What follows belongs to an exercise in optimizing a design on an open flow for small area, a short achievable clock period and few clock cycles per item; a production flow would make more cautious choices. The RTL was checked by simulation tests, not by an equivalence proof against the original design. No activity file was given, so power comes from the tool's default toggle rates.

// multitouch_slot_event_decoder_unit
module multitouch_slot_event_decoder_unit (
    input  logic               i_clk,
    input  logic               i_rst_n,
    input  logic               i_event_valid,
    output logic               o_event_ready,
    input  logic [4:0]         i_event_type,
    input  logic [9:0]         i_event_code,
    input  logic signed [31:0] i_event_value,
    input  logic [31:0]        i_time_seconds,
    input  logic [19:0]        i_time_microseconds,
    output logic               o_result_valid,
    input  logic               i_result_ready,
    output logic               o_result_processed,
    output logic               o_result_slot_index,
    output logic               o_result_slot_valid,
    output logic [15:0]        o_result_slot_x,
    output logic [15:0]        o_result_slot_y,
    output logic [7:0]         o_result_slot_pressure,
    output logic [1:0]         o_result_slot_kind,
    output logic [1:0]         o_result_touch_count,
    output logic [41:0]        o_result_report_time_ms,
    input  logic               i_cfg_valid,
    output logic               o_cfg_ready,
    input  logic [3:0]         i_cfg_index,
    input  logic [11:0]        i_cfg_data
);
    logic [11:0] r_w;
    logic [11:0] r_h;
    assign o_cfg_ready = 1'b1;
    always_ff @(posedge i_clk) begin
        if (!i_rst_n) begin
            r_w <= mtsed_pkg::PANEL_WIDTH_RST;
            r_h <= mtsed_pkg::PANEL_HEIGHT_RST;
        end else if (i_cfg_valid) begin
            if (i_cfg_index == 4'd0) r_w <= i_cfg_data;
            if (i_cfg_index == 4'd1) r_h <= i_cfg_data;
        end
    end
    logic        is_abs;
    logic        d_slot, d_trk, d_x, d_y, d_prs, d_syn;
    assign is_abs = (i_event_type == mtsed_pkg::TYPE_ABS);
    assign d_slot = is_abs && (i_event_code == mtsed_pkg::CODE_SLOT);
    assign d_trk  = is_abs && (i_event_code == mtsed_pkg::CODE_TRACK);
    assign d_x    = is_abs && (i_event_code == mtsed_pkg::CODE_X ||
                               i_event_code == mtsed_pkg::CODE_MT_X);
    assign d_y    = is_abs && (i_event_code == mtsed_pkg::CODE_Y ||
  ...
clock: 9.0 ns
lec_check: 0
cap_margin: 20
core_margin: 2
core_utilization: 50
cts_buf_list: sky130_fd_sc_hd__clkbuf_8
setup_slack_margin: 5
slew_margin: 20
standard.sh (not shown) runs the stock make flow with config.mk's settings and CLKGATE_MAP_FILE= SYNTH_SCRIPT=/design/flow/synth_recipe.tcl, a recipe that flattens the netlist after the stock synthesis.
==> flow/flow/run.sh <==
#!/bin/bash
# the standard layout, with the port buffers made from the smallest plain buffer
# (the resizer still upsizes the ones on critical paths)
cp standard.sh standard_sh.log
export BUFFER_PORTS_ARGS="-buffer_cell sky130_fd_sc_hd__buf_1"
bash standard.sh > standard.log 2>&1
The baseline passed the timing, DRC and antenna checks.
Testbench counts at the start, summed over its fixed seeds: cycles 12,044, items 12,012.
Change:
CORE_UTILIZATION = 60   (was 50)
TNS_END_PERCENT = 10   (was not set)
Outcome: Setup slack degrades by 100 ps. Combinational power stays flat. Non-clock buffer count drops by 5. Global-route usage climbs by 3.9 points. Hold slack degrades by 6.8 ps. Synthesized cell count does not change.
Change:
CORE_UTILIZATION = 40   (was 60)
TNS_END_PERCENT = not set   (was 10)
After rerunning: Register-to-register slack improved by 30 ps. Via count stays flat. Cell area increases by 2.9%. Wire length increases by 8.6%. Clock-buffer cell count increases by 4. Clock power increases by 18%. Cell count increases by 8.8%. Die area increases by 49%. Setup slack improved by 35 ps. Global-route usage decreases by 9.0 points. Hold slack got worse by 26 ps.
Change:
CORE_UTILIZATION = 60   (was 40)
The new run completed with no timing, DRC or antenna violations.
Clock skew is higher by 7.2 ps.
Design area shrinks by a few percent.
Synthesized cell count stays the same.
Maximum frequency rises slightly.
Routed wire length decreases by a little under a tenth.
Sequential power is about the same.
First-iteration DRC count increases by roughly a tenth.
Setup slack gets better by 78 ps.
Power decreases by a few percent.
Global-route usage rose by 9.2 points.
Final cell count went down by a little under a tenth.

========
## run A
multitouch_slot_event_decoder_unit, a different RTL version from the one above (not shown whole).
Size in the first run: ~270 flip-flops, about 210 I/O pins, ~22,000 µm² of cells after synthesis.
clock: 9.0 ns
lec_check: 0
cap_margin: 20
core_margin: 2
core_utilization: 60
setup_slack_margin: 5
slew_margin: 20
Scripts as last shown in full above: flow/flow/run.sh
Run A ended with every stage complete and zero timing, DRC or antenna violations.
Testbench counts of run A, summed over its fixed seeds: cycles 12,044, items 12,012.
What run B does differently from run A at the input level:
# run A
export LEC_CHECK = 0
export CAP_MARGIN = 20
export CORE_MARGIN = 2
export CORE_UTILIZATION = 60
export SETUP_SLACK_MARGIN = 5
export SLEW_MARGIN = 20
create_clock -name core_clock -period 9.0 [get_ports {i_clk}]
# run B
export LEC_CHECK = 0
export CAP_MARGIN = 20
export CORE_MARGIN = 2
export CORE_UTILIZATION = 40
export SETUP_SLACK_MARGIN = 5
export SLEW_MARGIN = 20
create_clock -name core_clock -period 9.0 [get_ports {i_clk}]
Findings:
Global-route usage in run B vs run A: down 8.4 points. Of run B and run A, run A shows the lower minimum setup slack in the final design, with run B above it. Run A → run B: width of the die increased 22%; leakage power summed over all cells increased 0.099 nW. Run A → run B: flip-flop and latch share of the layout cell area moved down, clock transition at the registers of the reported paths level.
For run C, these inputs were changed with respect to run B:
==> flow/run.sh (new file) <==
#!/bin/bash
# synth_recipe.tcl (not shown) runs the flow's synth.tcl, then flattens the netlist and writes it again
# the make line also repeats each setting of config.mk as NAME=value (left out here)
make -C /OpenROAD-flow-scripts/flow DESIGN_CONFIG=/design/flow/config.mk WORK_HOME=/design/flow/orfs CLKGATE_MAP_FILE= SYNTH_SCRIPT=/design/flow/synth_recipe.tcl finish
removed: flow/flow/run.sh
removed: flow/standard.sh
## What came out
Between run B and run C, the longest individual stage delay on the worst path is lower for run B. Run C ended up with more standard cells than run B. Relative to run B, power has increased by 4.5% in run C. In the flow results for run B and run C, the latest clock arrival within the worst-skew pair is larger on run B. Compared run C against run B; well tap count within noise. In run C the area added between synthesis and finish turned out 8.8 points higher than in run B.

==> re-timing with driven ports <==
The flow's constraints put no driver on any port. The routed layouts listed below were extracted and timed again, unchanged, in two steps.
Step 1 (the two cells are an assumption about what drives the block):
set clk [get_ports {i_clk}]
set_driving_cell -lib_cell sky130_fd_sc_hd__clkbuf_16 $clk
set_driving_cell -lib_cell sky130_fd_sc_hd__buf_2 [delete_from_list [all_inputs] $clk]
Step 2 adds t to the input delays and takes it off the output delays; t is the mean of the earliest and latest rising clock arrival at the registers after step 1. Input paths then give back, and output paths get back, about the clock's delay inside the block.
Three values: ideal, step 1, step 2; two values: the first two.
| run | t, ns | slack for setup (ns) | hold slack, ns |
|---|---|---|---|
| the first run of note 1 | 0.673 | 5.060 / 5.058 / 4.551 | 0.448 / 0.448 / 0.448 |
| the second run of note 1 | 0.669 | 4.960 / 4.908 / 4.353 | 0.441 / 0.441 / 0.441 |
| the third run of note 1 | 0.688 | 4.995 / 5.028 / 4.340 | 0.415 / 0.415 / 0.415 |
| the fourth run of note 1 | 0.686 | 5.073 / 5.047 / 4.557 | 0.448 / 0.448 / 0.448 |
| run A | 0.625 | 5.067 / 5.042 / 4.612 | 0.424 / 0.424 / 0.424 |
| run B | 0.635 | 5.074 / 5.053 / 4.538 | 0.424 / 0.424 / 0.424 |
| run C | 0.605 | 4.959 / 4.994 / 4.389 | 0.414 / 0.414 / 0.414 |
After both steps setup and hold are still met in every run listed. For the third run of note 1, which loses most, drivers alone change the setup slack by +0.033 ns; drivers and shift together by -0.655 ns.
